This design comes from an exercise in tuning for small area on the open sky130 flow, not from production work.
Function was checked by simulation only, so behaviour that the tests miss may differ from the original.
Power figures rest on the tool's default switching activity, not on a simulated workload. The flow treats the clock pin as an ideal source, which a real chip does not have.

==> run a <==
==> flow/design.v <==
`default_nettype none
package b3cw_pkg;
  localparam int PIX_W          = 8;
  localparam int SUM_W          = 12;
  localparam int CENTER_EXTRA   = 7;
  localparam int NORM_SHIFT     = 4;
  localparam int MAX_WIDTH_DEF  = 256;
  localparam int MAX_HEIGHT     = 4096;
  localparam int MIN_SIZE       = 3;
  localparam int CFG_WIDTH_W    = 9;
  localparam int CFG_HEIGHT_W   = 13;
  localparam int ROW_W          = 13;
  localparam int WIDTH_RESET    = 256;
  localparam int HEIGHT_RESET   = 251;
  localparam int APB_DATA_W     = 32;
  localparam int APB_ADDR_W     = 3;
  localparam logic REG_FRAME_WIDTH  = 1'b0;
  localparam logic REG_FRAME_HEIGHT = 1'b1;
  typedef logic [PIX_W-1:0] pixel_t;
  typedef struct packed {
    logic   shift;
    pixel_t top;
    pixel_t mid;
    pixel_t px;
  } win_in_t;
  typedef struct packed {
    pixel_t center_prev;
    pixel_t blur;
  } win_out_t;
endpackage
`default_nettype wire
`default_nettype none
module b3cw_cell
(
  input  wire logic        clk,
  input  wire logic        shift_en,
  input  b3cw_pkg::pixel_t d,
  output b3cw_pkg::pixel_t q
);
  b3cw_pkg::pixel_t q_r;
  always_ff @(posedge clk) begin
    if (shift_en) begin
      q_r <= d;
    end
  end
  assign q = q_r;
endmodule
`default_nettype wire
`default_nettype none
module b3cw_line
#(
  parameter int DEPTH = b3cw_pkg::MAX_WIDTH_DEF,
  parameter int SEG   = 16
)(
  input  wire logic                     clk,
  input  wire logic                     shift_en,
  input  wire logic [DEPTH/SEG-1:0]     seg_sel,
  input  wire logic [$clog2(SEG)-1:0]   tap_sel,
  input  b3cw_pkg::pixel_t              data_in,
  output b3cw_pkg::pixel_t              data_out
);
  b3cw_pkg::pixel_t cell_q [DEPTH];
  for (genvar i = 0; i < DEPTH; i++) begin : g_cell
    b3cw_pkg::pixel_t nb;
    if (i == DEPTH - 1) begin : g_end
      assign nb = data_in;
    end else if ((i % SEG) == SEG - 1) begin : g_entry
      assign nb = seg_sel[i / SEG] ? data_in : cell_q[i+1];
    end else begin : g_mid
      assign nb = cell_q[i+1];
    end
    b3cw_cell u_cell (
      .clk      (clk),
      .shift_en (shift_en),
      .d        (nb),
      .q        (cell_q[i])
    );
  end
  assign data_out = cell_q[tap_sel];
endmodule
`default_nettype wire
`default_nettype none
module b3cw_window
(
  input  wire logic    clk,
  input  b3cw_pkg::win_in_t win_in,
  output b3cw_pkg::win_out_t     win_out
);
  logic [9:0] c2_r;
  logic [8:0] d1_r;
  b3cw_pkg::pixel_t m1_r;
  logic [8:0] d0;
  logic [b3cw_pkg::SUM_W-1:0] sum;
  assign d0 = {1'b0, win_in.top} + {1'b0, win_in.px};
  always_ff @(posedge clk) begin
    if (win_in.shift) begin
      c2_r <= {1'b0, d1_r} + {2'b0, m1_r};
      d1_r <= d0;
      m1_r <= win_in.mid;
    end
  end
  assign sum = b3cw_pkg::SUM_W'(c2_r) + b3cw_pkg::SUM_W'(d1_r) + b3cw_pkg::SUM_W'(d0)
             + b3cw_pkg::SUM_W'(win_in.mid) + {1'b0, m1_r, 3'b000};
  assign win_out.blur        = sum[b3cw_pkg::SUM_W-1:b3cw_pkg::NORM_SHIFT];
  assign win_out.center_prev = m1_r;
endmodule
`default_nettype wire
`default_nettype none
module blur_3x3_center_weighted
#(
  parameter int MAX_WIDTH = b3cw_pkg::MAX_WIDTH_DEF
)(
  input  wire logic                  clk,
  input  wire logic                  rst_n,
  input  wire logic                  in_valid,
  output logic                       in_ready,
  input  wire logic                  in_mode,
  input  wire logic [b3cw_pkg::PIX_W-1:0]      in_pixel_in,
  output logic                       out_valid,
  input  wire logic                  out_ready,
  output logic [b3cw_pkg::PIX_W-1:0]           out_pixel_out,
  output logic                       out_frame_last,
  input  wire logic                  psel,
  input  wire logic                  penable,
  input  wire logic                  pwrite,
  input  wire logic [b3cw_pkg::APB_ADDR_W-1:0] paddr,
  input  wire logic [b3cw_pkg::APB_DATA_W-1:0] pwdata,
  output logic [b3cw_pkg::APB_DATA_W-1:0]      prdata,
  output logic                       pready
);
  localparam int IW   = $clog2(MAX_WIDTH);
  localparam int WW   = $clog2(MAX_WIDTH + 1);
  localparam int CMPW = (WW > b3cw_pkg::CFG_WIDTH_W) ? WW : b3cw_pkg::CFG_WIDTH_W;
  logic [b3cw_pkg::CFG_WIDTH_W-1:0]  width_raw_r,  width_raw_nxt;
  logic [b3cw_pkg::CFG_HEIGHT_W-1:0] height_raw_r, height_raw_nxt;
  logic [IW-1:0]    col_r, col_nxt;
  logic [b3cw_pkg::ROW_W-1:0] row_r, row_nxt;
  logic   out_valid_r, out_valid_nxt;
  b3cw_pkg::pixel_t out_pix_r,   out_pix_nxt;
  logic   out_last_r,  out_last_nxt;
  logic             cfg_wr;
  logic [CMPW-1:0]  width_ext;
  logic [CMPW-1:0]  w_use;
  logic [IW-1:0]    w_m1;
  logic [b3cw_pkg::ROW_W-1:0] h_use;
  logic             fire;
  logic             in_frame;
  logic             step;
  logic             has_out;
  logic             interior;
  logic             last;
  b3cw_pkg::pixel_t           px_eff;
  b3cw_pkg::pixel_t           mid_q;
  b3cw_pkg::pixel_t           top_q;
  b3cw_pkg::win_in_t          win_in;
  b3cw_pkg::win_out_t         win_out;
  assign pready = 1'b1;
  assign cfg_wr = psel && penable && pwrite && pready;
  always_comb begin
    unique case (paddr[2])
      b3cw_pkg::REG_FRAME_WIDTH:  prdata = b3cw_pkg::APB_DATA_W'(width_raw_r);
      b3cw_pkg::REG_FRAME_HEIGHT: prdata = b3cw_pkg::APB_DATA_W'(height_raw_r);
      default:          prdata = '0;
    endcase
  end
  always_comb begin
    width_raw_nxt  = width_raw_r;
    height_raw_nxt = height_raw_r;
    if (cfg_wr) begin
      unique case (paddr[2])
        b3cw_pkg::REG_FRAME_WIDTH:  width_raw_nxt  = pwdata[b3cw_pkg::CFG_WIDTH_W-1:0];
        b3cw_pkg::REG_FRAME_HEIGHT: height_raw_nxt = pwdata[b3cw_pkg::CFG_HEIGHT_W-1:0];
        default: ;
      endcase
    end
  end
  always_comb begin
    width_ext = CMPW'(width_raw_r);
    if (width_ext < CMPW'(b3cw_pkg::MIN_SIZE)) begin
      w_use = CMPW'(b3cw_pkg::MIN_SIZE);
    end else if (width_ext > CMPW'(MAX_WIDTH)) begin
      w_use = CMPW'(MAX_WIDTH);
    end else begin
      w_use = width_ext;
    end
    if (height_raw_r < b3cw_pkg::CFG_HEIGHT_W'(b3cw_pkg::MIN_SIZE)) begin
      h_use = b3cw_pkg::ROW_W'(b3cw_pkg::MIN_SIZE);
    end else if (height_raw_r > b3cw_pkg::CFG_HEIGHT_W'(b3cw_pkg::MAX_HEIGHT)) begin
      h_use = b3cw_pkg::ROW_W'(b3cw_pkg::MAX_HEIGHT);
    end else begin
      h_use = b3cw_pkg::ROW_W'(height_raw_r);
    end
  end
  assign w_m1 = IW'(w_use - CMPW'(1));
  assign in_ready = !out_valid_r || out_ready;
  assign fire     = in_valid && in_ready;
  assign in_frame = row_r < h_use;
  assign step     = fire && !(in_mode && in_frame);
  assign px_eff   = in_frame ? in_pixel_in : '0;
  assign has_out  = !((row_r == '0) || ((row_r == b3cw_pkg::ROW_W'(1)) && (col_r == '0)));
  assign interior = (col_r >= IW'(2)) && (row_r >= b3cw_pkg::ROW_W'(2)) && in_frame;
  assign last     = (row_r == h_use + b3cw_pkg::ROW_W'(1)) && (col_r == '0);
  logic [MAX_WIDTH/16-1:0] seg_sel;
  logic [3:0]              tap_sel;
  assign tap_sel = ~w_m1[3:0];
  always_comb begin
    seg_sel = '0;
    seg_sel[w_m1[IW-1:4]] = 1'b1;
  end
  b3cw_line #(.DEPTH(MAX_WIDTH)) u_line_mid (
    .clk      (clk),
    .shift_en (step),
    .seg_sel  (seg_sel),
    .tap_sel  (tap_sel),
    .data_in  (px_eff),
    .data_out (mid_q)
  );
  b3cw_line #(.DEPTH(MAX_WIDTH)) u_line_top (
    .clk      (clk),
    .shift_en (step),
    .seg_sel  (seg_sel),
    .tap_sel  (tap_sel),
    .data_in  (mid_q),
    .data_out (top_q)
  );
  assign win_in.shift = step;
  assign win_in.top   = top_q;
  assign win_in.mid   = mid_q;
  assign win_in.px    = px_eff;
  b3cw_window u_window (
    .clk     (clk),
    .win_in  (win_in),
    .win_out (win_out)
  );
  always_comb begin
    col_nxt = col_r;
    row_nxt = row_r;
    if (cfg_wr) begin
      col_nxt = '0;
      row_nxt = '0;
    end else if (step) begin
      if (has_out && last) begin
        col_nxt = '0;
        row_nxt = '0;
      end else if (col_r == w_m1) begin
        col_nxt = '0;
        row_nxt = row_r + b3cw_pkg::ROW_W'(1);
      end else begin
        col_nxt = col_r + IW'(1);
      end
    end
  end
  always_comb begin
    out_valid_nxt = out_valid_r;
    out_pix_nxt   = out_pix_r;
    out_last_nxt  = out_last_r;
    if (out_valid_r && out_ready) begin
      out_valid_nxt = 1'b0;
    end
    if (step && has_out) begin
      out_valid_nxt = 1'b1;
      out_pix_nxt   = interior ? win_out.blur : win_out.center_prev;
      out_last_nxt  = last;
    end
  end
  always_ff @(posedge clk) begin
    if (!rst_n) begin
      width_raw_r  <= b3cw_pkg::CFG_WIDTH_W'(b3cw_pkg::WIDTH_RESET);
      height_raw_r <= b3cw_pkg::CFG_HEIGHT_W'(b3cw_pkg::HEIGHT_RESET);
      col_r        <= '0;
      row_r        <= '0;
      out_valid_r  <= 1'b0;
    end else begin
      width_raw_r  <= width_raw_nxt;
      height_raw_r <= height_raw_nxt;
      col_r        <= col_nxt;
      row_r        <= row_nxt;
      out_valid_r  <= out_valid_nxt;
    end
  end
  always_ff @(posedge clk) begin
    out_pix_r  <= out_pix_nxt;
    out_last_r <= out_last_nxt;
  end
  assign out_valid      = out_valid_r;
  assign out_pixel_out  = out_pix_r;
  assign out_frame_last = out_last_r;
endmodule
`default_nettype wire
==> flow/run.sh <==
#!/bin/bash
# synth_recipe.tcl (not shown) runs the flow's synth.tcl, then flattens the netlist and writes it again
# the make line also repeats each setting of config.mk as NAME=value (left out here)
make -C /OpenROAD-flow-scripts/flow DESIGN_CONFIG=/design/flow/config.mk WORK_HOME=/design/flow/orfs CLKGATE_MAP_FILE= SYNTH_SCRIPT=/design/flow/synth_recipe.tcl finish
==> flow/config.mk <==
export PLATFORM = sky130hd
export DESIGN_NAME = blur_3x3_center_weighted
export DESIGN_NICKNAME = blur_3x3_center_weighted
export VERILOG_FILES = /design/flow/design.v
export SDC_FILE = /design/flow/constraint.sdc
export NUM_CORES = 4
export LEC_CHECK = 0
export CAP_MARGIN = 20
export CORE_MARGIN = 2
export CORE_UTILIZATION = 40
export CTS_BUF_LIST = sky130_fd_sc_hd__clkbuf_8
export CTS_CLUSTER_SIZE = 40
export SLEW_MARGIN = 20
==> flow/constraint.sdc <==
create_clock -name core_clock -period 10.0 [get_ports {clk}]
set_input_delay 2.0000 -clock core_clock [delete_from_list [all_inputs] [get_ports {clk}]]
set_output_delay 2.0000 -clock core_clock [all_outputs]
set_load 0.01 [all_outputs]
==> run b: changes against run a <==
--- a/flow/design.v
+++ b/flow/design.v
@@ -34,5 +34,4 @@
 (
   input  wire logic        clk,
-  input  wire logic        shift_en,
   input  b3cw_pkg::pixel_t d,
   output b3cw_pkg::pixel_t q
@@ -40,7 +39,5 @@
   b3cw_pkg::pixel_t q_r;
   always_ff @(posedge clk) begin
-    if (shift_en) begin
-      q_r <= d;
-    end
+    q_r <= d;
   end
   assign q = q_r;
@@ -50,32 +47,44 @@
 module b3cw_line
 #(
-  parameter int DEPTH = b3cw_pkg::MAX_WIDTH_DEF,
-  parameter int SEG   = 16
+  parameter int DEPTH = b3cw_pkg::MAX_WIDTH_DEF
 )(
   input  wire logic                     clk,
   input  wire logic                     shift_en,
-  input  wire logic [DEPTH/SEG-1:0]     seg_sel,
-  input  wire logic [$clog2(SEG)-1:0]   tap_sel,
+  input  wire logic [$clog2(DEPTH)-1:0] len_m1,
   input  b3cw_pkg::pixel_t              data_in,
   output b3cw_pkg::pixel_t              data_out
 );
+  localparam int IW = $clog2(DEPTH);
   b3cw_pkg::pixel_t cell_q [DEPTH];
+  b3cw_pkg::pixel_t cell_in [DEPTH];
+  b3cw_pkg::pixel_t seg_in [IW+1];
+  assign seg_in[IW] = data_in;
+  for (genvar k = IW - 1; k >= 0; k--) begin : g_seg
+    localparam int LEN   = 1 << k;
+    localparam int FIRST = DEPTH - (2 << k);
+    for (genvar j = 0; j < LEN; j++) begin : g_in
+      if (j == 0) begin : g_head
+        assign cell_in[FIRST] = ~seg_in[k+1];
+      end else begin : g_body
+        assign cell_in[FIRST+j] = ~cell_q[FIRST+j-1];
+      end
+    end
+    b3cw_pkg::pixel_t seg_out;
+    if (LEN % 2 == 1) begin : g_odd
+      assign seg_out = ~cell_q[FIRST+LEN-1];
+    end else begin : g_even
+      assign seg_out = cell_q[FIRST+LEN-1];
+    end
+    assign seg_in[k] = len_m1[k] ? seg_out : seg_in[k+1];
+  end
+  assign cell_in[DEPTH-1] = ~seg_in[0];
   for (genvar i = 0; i < DEPTH; i++) begin : g_cell
-    b3cw_pkg::pixel_t nb;
-    if (i == DEPTH - 1) begin : g_end
-      assign nb = data_in;
-    end else if ((i % SEG) == SEG - 1) begin : g_entry
-      assign nb = seg_sel[i / SEG] ? data_in : cell_q[i+1];
-    end else begin : g_mid
-      assign nb = cell_q[i+1];
-    end
     b3cw_cell u_cell (
-      .clk      (clk),
-      .shift_en (shift_en),
-      .d        (nb),
-      .q        (cell_q[i])
+      .clk (clk),
+      .d   (shift_en ? cell_in[i] : cell_q[i]),
+      .q   (cell_q[i])
     );
   end
-  assign data_out = cell_q[tap_sel];
+  assign data_out = ~cell_q[DEPTH-1];
 endmodule
 `default_nettype wire
@@ -201,16 +210,8 @@
   assign interior = (col_r >= IW'(2)) && (row_r >= b3cw_pkg::ROW_W'(2)) && in_frame;
   assign last     = (row_r == h_use + b3cw_pkg::ROW_W'(1)) && (col_r == '0);
-  logic [MAX_WIDTH/16-1:0] seg_sel;
-  logic [3:0]              tap_sel;
-  assign tap_sel = ~w_m1[3:0];
-  always_comb begin
-    seg_sel = '0;
-    seg_sel[w_m1[IW-1:4]] = 1'b1;
-  end
   b3cw_line #(.DEPTH(MAX_WIDTH)) u_line_mid (
     .clk      (clk),
     .shift_en (step),
-    .seg_sel  (seg_sel),
-    .tap_sel  (tap_sel),
+    .len_m1   (w_m1),
     .data_in  (px_eff),
     .data_out (mid_q)
@@ -219,6 +220,5 @@
     .clk      (clk),
     .shift_en (step),
-    .seg_sel  (seg_sel),
-    .tap_sel  (tap_sel),
+    .len_m1   (w_m1),
     .data_in  (mid_q),
     .data_out (top_q)
- ABC_AREA: not set -> 1
- CORE_UTILIZATION: 40 -> 70
- CTS_BUF_LIST: sky130_fd_sc_hd__clkbuf_8 -> not set
- CTS_CLUSTER_DIAMETER: not set -> 100
- CTS_CLUSTER_SIZE: 40 -> 35
- PLACE_DENSITY: not set -> 0.85
- SYNTH_HIERARCHICAL: not set -> 1
==> run c: changes against run a <==
--- a/flow/design.v
+++ b/flow/design.v
@@ -33,14 +33,21 @@
 module b3cw_cell
 (
-  input  wire logic        clk,
-  input  wire logic        shift_en,
-  input  b3cw_pkg::pixel_t d,
-  output b3cw_pkg::pixel_t q
+  input  wire logic   clk,
+  input  wire logic   shift_en,
+  input  wire logic   load_sel,
+  input  b3cw_pkg::pixel_t load_data,
+  input  b3cw_pkg::pixel_t neighbor_data,
+  output b3cw_pkg::pixel_t      q
 );
   b3cw_pkg::pixel_t q_r;
+  b3cw_pkg::pixel_t q_nxt;
+  always_comb begin
+    q_nxt = q_r;
+    if (shift_en) begin
+      q_nxt = load_sel ? load_data : neighbor_data;
+    end
+  end
   always_ff @(posedge clk) begin
-    if (shift_en) begin
-      q_r <= d;
-    end
+    q_r <= q_nxt;
   end
   assign q = q_r;
@@ -50,32 +57,32 @@
 module b3cw_line
 #(
-  parameter int DEPTH = b3cw_pkg::MAX_WIDTH_DEF,
-  parameter int SEG   = 16
+  parameter int DEPTH = b3cw_pkg::MAX_WIDTH_DEF
 )(
   input  wire logic                     clk,
   input  wire logic                     shift_en,
-  input  wire logic [DEPTH/SEG-1:0]     seg_sel,
-  input  wire logic [$clog2(SEG)-1:0]   tap_sel,
-  input  b3cw_pkg::pixel_t              data_in,
-  output b3cw_pkg::pixel_t              data_out
+  input  wire logic [$clog2(DEPTH)-1:0] len_m1,
+  input  b3cw_pkg::pixel_t                   data_in,
+  output b3cw_pkg::pixel_t                        data_out
 );
+  localparam int IW = $clog2(DEPTH);
   b3cw_pkg::pixel_t cell_q [DEPTH];
   for (genvar i = 0; i < DEPTH; i++) begin : g_cell
+    localparam logic [IW-1:0] POS = IW'(i);
     b3cw_pkg::pixel_t nb;
     if (i == DEPTH - 1) begin : g_end
       assign nb = data_in;
-    end else if ((i % SEG) == SEG - 1) begin : g_entry
-      assign nb = seg_sel[i / SEG] ? data_in : cell_q[i+1];
     end else begin : g_mid
       assign nb = cell_q[i+1];
     end
     b3cw_cell u_cell (
-      .clk      (clk),
-      .shift_en (shift_en),
-      .d        (nb),
-      .q        (cell_q[i])
+      .clk           (clk),
+      .shift_en      (shift_en),
+      .load_sel      (len_m1 == POS),
+      .load_data     (data_in),
+      .neighbor_data (nb),
+      .q             (cell_q[i])
     );
   end
-  assign data_out = cell_q[tap_sel];
+  assign data_out = cell_q[0];
 endmodule
 `default_nettype wire
@@ -84,24 +91,42 @@
 (
   input  wire logic    clk,
+  input  wire logic    rst_n,
   input  b3cw_pkg::win_in_t win_in,
   output b3cw_pkg::win_out_t     win_out
 );
-  logic [9:0] c2_r;
-  logic [8:0] d1_r;
-  b3cw_pkg::pixel_t m1_r;
-  logic [8:0] d0;
+  logic [2:0][2:0][b3cw_pkg::PIX_W-1:0] win_r;
+  logic [2:0][2:0][b3cw_pkg::PIX_W-1:0] win_nxt;
   logic [b3cw_pkg::SUM_W-1:0] sum;
-  assign d0 = {1'b0, win_in.top} + {1'b0, win_in.px};
+  always_comb begin
+    win_nxt = win_r;
+    if (win_in.shift) begin
+      for (int r = 0; r < 3; r++) begin
+        win_nxt[r][0] = win_r[r][1];
+        win_nxt[r][1] = win_r[r][2];
+      end
+      win_nxt[0][2] = win_in.top;
+      win_nxt[1][2] = win_in.mid;
+      win_nxt[2][2] = win_in.px;
+    end
+  end
   always_ff @(posedge clk) begin
-    if (win_in.shift) begin
-      c2_r <= {1'b0, d1_r} + {2'b0, m1_r};
-      d1_r <= d0;
-      m1_r <= win_in.mid;
-    end
-  end
-  assign sum = b3cw_pkg::SUM_W'(c2_r) + b3cw_pkg::SUM_W'(d1_r) + b3cw_pkg::SUM_W'(d0)
-             + b3cw_pkg::SUM_W'(win_in.mid) + {1'b0, m1_r, 3'b000};
-  assign win_out.blur        = sum[b3cw_pkg::SUM_W-1:b3cw_pkg::NORM_SHIFT];
-  assign win_out.center_prev = m1_r;
+    if (!rst_n) begin
+      for (int r = 0; r < 3; r++) begin
+        for (int k = 0; k < 3; k++) begin
+          win_r[r][k] <= '0;
+        end
+      end
+    end else begin
+      win_r <= win_nxt;
+    end
+  end
+  always_comb begin
+    sum = b3cw_pkg::SUM_W'(win_r[0][1]) + b3cw_pkg::SUM_W'(win_r[0][2]) + b3cw_pkg::SUM_W'(win_in.top)
+        + b3cw_pkg::SUM_W'(win_r[1][1]) + b3cw_pkg::SUM_W'(win_r[1][2]) + b3cw_pkg::SUM_W'(win_in.mid)
+        + b3cw_pkg::SUM_W'(win_r[2][1]) + b3cw_pkg::SUM_W'(win_r[2][2]) + b3cw_pkg::SUM_W'(win_in.px)
+        + b3cw_pkg::SUM_W'(b3cw_pkg::CENTER_EXTRA) * b3cw_pkg::SUM_W'(win_r[1][2]);
+  end
+  assign win_out.blur        = b3cw_pkg::PIX_W'(sum >> b3cw_pkg::NORM_SHIFT);
+  assign win_out.center_prev = win_r[1][2];
 endmodule
 `default_nettype wire
@@ -201,16 +226,8 @@
   assign interior = (col_r >= IW'(2)) && (row_r >= b3cw_pkg::ROW_W'(2)) && in_frame;
   assign last     = (row_r == h_use + b3cw_pkg::ROW_W'(1)) && (col_r == '0);
-  logic [MAX_WIDTH/16-1:0] seg_sel;
-  logic [3:0]              tap_sel;
-  assign tap_sel = ~w_m1[3:0];
-  always_comb begin
-    seg_sel = '0;
-    seg_sel[w_m1[IW-1:4]] = 1'b1;
-  end
   b3cw_line #(.DEPTH(MAX_WIDTH)) u_line_mid (
     .clk      (clk),
     .shift_en (step),
-    .seg_sel  (seg_sel),
-    .tap_sel  (tap_sel),
+    .len_m1   (w_m1),
     .data_in  (px_eff),
     .data_out (mid_q)
@@ -219,6 +236,5 @@
     .clk      (clk),
     .shift_en (step),
-    .seg_sel  (seg_sel),
-    .tap_sel  (tap_sel),
+    .len_m1   (w_m1),
     .data_in  (mid_q),
     .data_out (top_q)
@@ -230,4 +246,5 @@
   b3cw_window u_window (
     .clk     (clk),
+    .rst_n   (rst_n),
     .win_in  (win_in),
     .win_out (win_out)
- CTS_BUF_LIST: sky130_fd_sc_hd__clkbuf_8 -> not set
- CTS_CLUSTER_SIZE: 40 -> not set
==> run d: changes against run a <==
--- a/flow/design.v
+++ b/flow/design.v
@@ -34,5 +34,4 @@
 (
   input  wire logic        clk,
-  input  wire logic        shift_en,
   input  b3cw_pkg::pixel_t d,
   output b3cw_pkg::pixel_t q
@@ -40,7 +39,5 @@
   b3cw_pkg::pixel_t q_r;
   always_ff @(posedge clk) begin
-    if (shift_en) begin
-      q_r <= d;
-    end
+    q_r <= d;
   end
   assign q = q_r;
@@ -61,21 +58,22 @@
 );
   b3cw_pkg::pixel_t cell_q [DEPTH];
+  b3cw_pkg::pixel_t tap_q;
   for (genvar i = 0; i < DEPTH; i++) begin : g_cell
-    b3cw_pkg::pixel_t nb;
+    b3cw_pkg::pixel_t nb_n;
     if (i == DEPTH - 1) begin : g_end
-      assign nb = data_in;
+      assign nb_n = ~data_in;
     end else if ((i % SEG) == SEG - 1) begin : g_entry
-      assign nb = seg_sel[i / SEG] ? data_in : cell_q[i+1];
+      assign nb_n = seg_sel[i / SEG] ? ~data_in : cell_q[i+1];
     end else begin : g_mid
-      assign nb = cell_q[i+1];
+      assign nb_n = cell_q[i+1];
     end
     b3cw_cell u_cell (
       .clk      (clk),
-      .shift_en (shift_en),
-      .d        (nb),
+      .d        (shift_en ? ~nb_n : cell_q[i]),
       .q        (cell_q[i])
     );
   end
-  assign data_out = cell_q[tap_sel];
+  assign tap_q    = cell_q[tap_sel];
+  assign data_out = tap_sel[0] ? tap_q : ~tap_q;
 endmodule
 `default_nettype wire
- ABC_AREA: not set -> 1
- CTS_BUF_LIST: sky130_fd_sc_hd__clkbuf_8 -> not set
- CTS_CLUSTER_DIAMETER: not set -> 100
- CTS_CLUSTER_SIZE: 40 -> 30
- SYNTH_HIERARCHICAL: not set -> 1
==> comparison <==
Core utilization: run b > run a > run c > run d.
Sequential power is about the same in run d and run b.
Clock power, highest first: run c, run a, run d, run b.
In run c the global-route usage is higher than in run d, by 5.4 points.
Maximum frequency, lowest first: run a, run c, run d, run b.
In run b the combinational power is smaller than in run d, by 8.8%.
Area after synthesis, highest first: run c, run a, run d, run b.
Run b went through all stages and came out clean. Run a went through all stages and came out clean. Run c finished clean. Run d finished clean.
==> figures <==
| quantity | run a | run b | run c | run d |
|---|---|---|---|---|
| Clock latency at the later pin of the worst-skew pair | 1.11 ns | 0.84 ns | 0.99 ns | 0.87 ns |
| Relative contribution of combinational cells to total power | 3.8% | 13.5% | 5.3% | 14.3% |
| Met2 Wirelength | 92200 microns | 97700 microns | 198000 microns | 94100 microns |
| Leak pwr | 49.9 nW | 58.1 nW | 65.6 nW | 59.9 nW |
| Placement Setup Slack | 1.61 ns | 3.18 ns | 2.03 ns | 3.11 ns |
| Crit path arrival time | 9.23 ns | 7.15 ns | 8.62 ns | 7.54 ns |
| Routed length on met3 | 11100 microns | 5680 microns | 24000 microns | 7020 microns |
| Clk pin slew, worst setup/hold paths | 0.06 ns | 0.12 ns | 0.06 ns | 0.11 ns |
| Average vias per placed instance | 4.74 | 5.20 | 5.39 | 4.59 |
| Max-slew headroom | 18.5% | 26.8% | 21.4% | 26.1% |
| Final instance area | 152000 sq um | 135000 sq um | 203000 sq um | 142000 sq um |
| Run status | finished clean | finished clean | finished clean | finished clean |
| Power in the clock group | 12.5 mW | 7.31 mW | 16.5 mW | 7.92 mW |
| Fraction of power spent switching nets | 21.9% | 26.9% | 21.7% | 27.1% |
| Sinks on the clock net | 4168 | 4176 | 4197 | 4176 |
| Number of diodes added for antenna fixing | 4 | 3 | 9 | 5 |

==> what the ideal ports hide <==
Ports are ideal in the flow. The routed layouts listed here were re-timed in OpenROAD.
Step 1 assumes that a clkbuf_16 drives the clock port and a buf_2 every other input.
Step 2 times the ports against the registers' clock, not the clock port: input delays grow and output delays shrink by t, the midpoint of the rising clock arrivals with the driver on.
Slacks: no drivers / after step 1 / after step 2; pairs: no drivers / after step 1.
run	t (ns)	slack for setup (ns)	worst data-port slew with drivers (ns)
run a	1.189	1.580 / 1.580 / 1.580	0.07
run b	0.899	3.432 / 3.432 / 3.272	0.04
run c	1.073	2.080 / 2.080 / 2.080	0.07
run d	0.939	3.066 / 3.066 / 3.066	0.04
After both steps every run listed still meets setup and hold. The setup slack of run b, which loses most, moves by 0.000 ns with the drivers and by -0.160 ns with both steps.
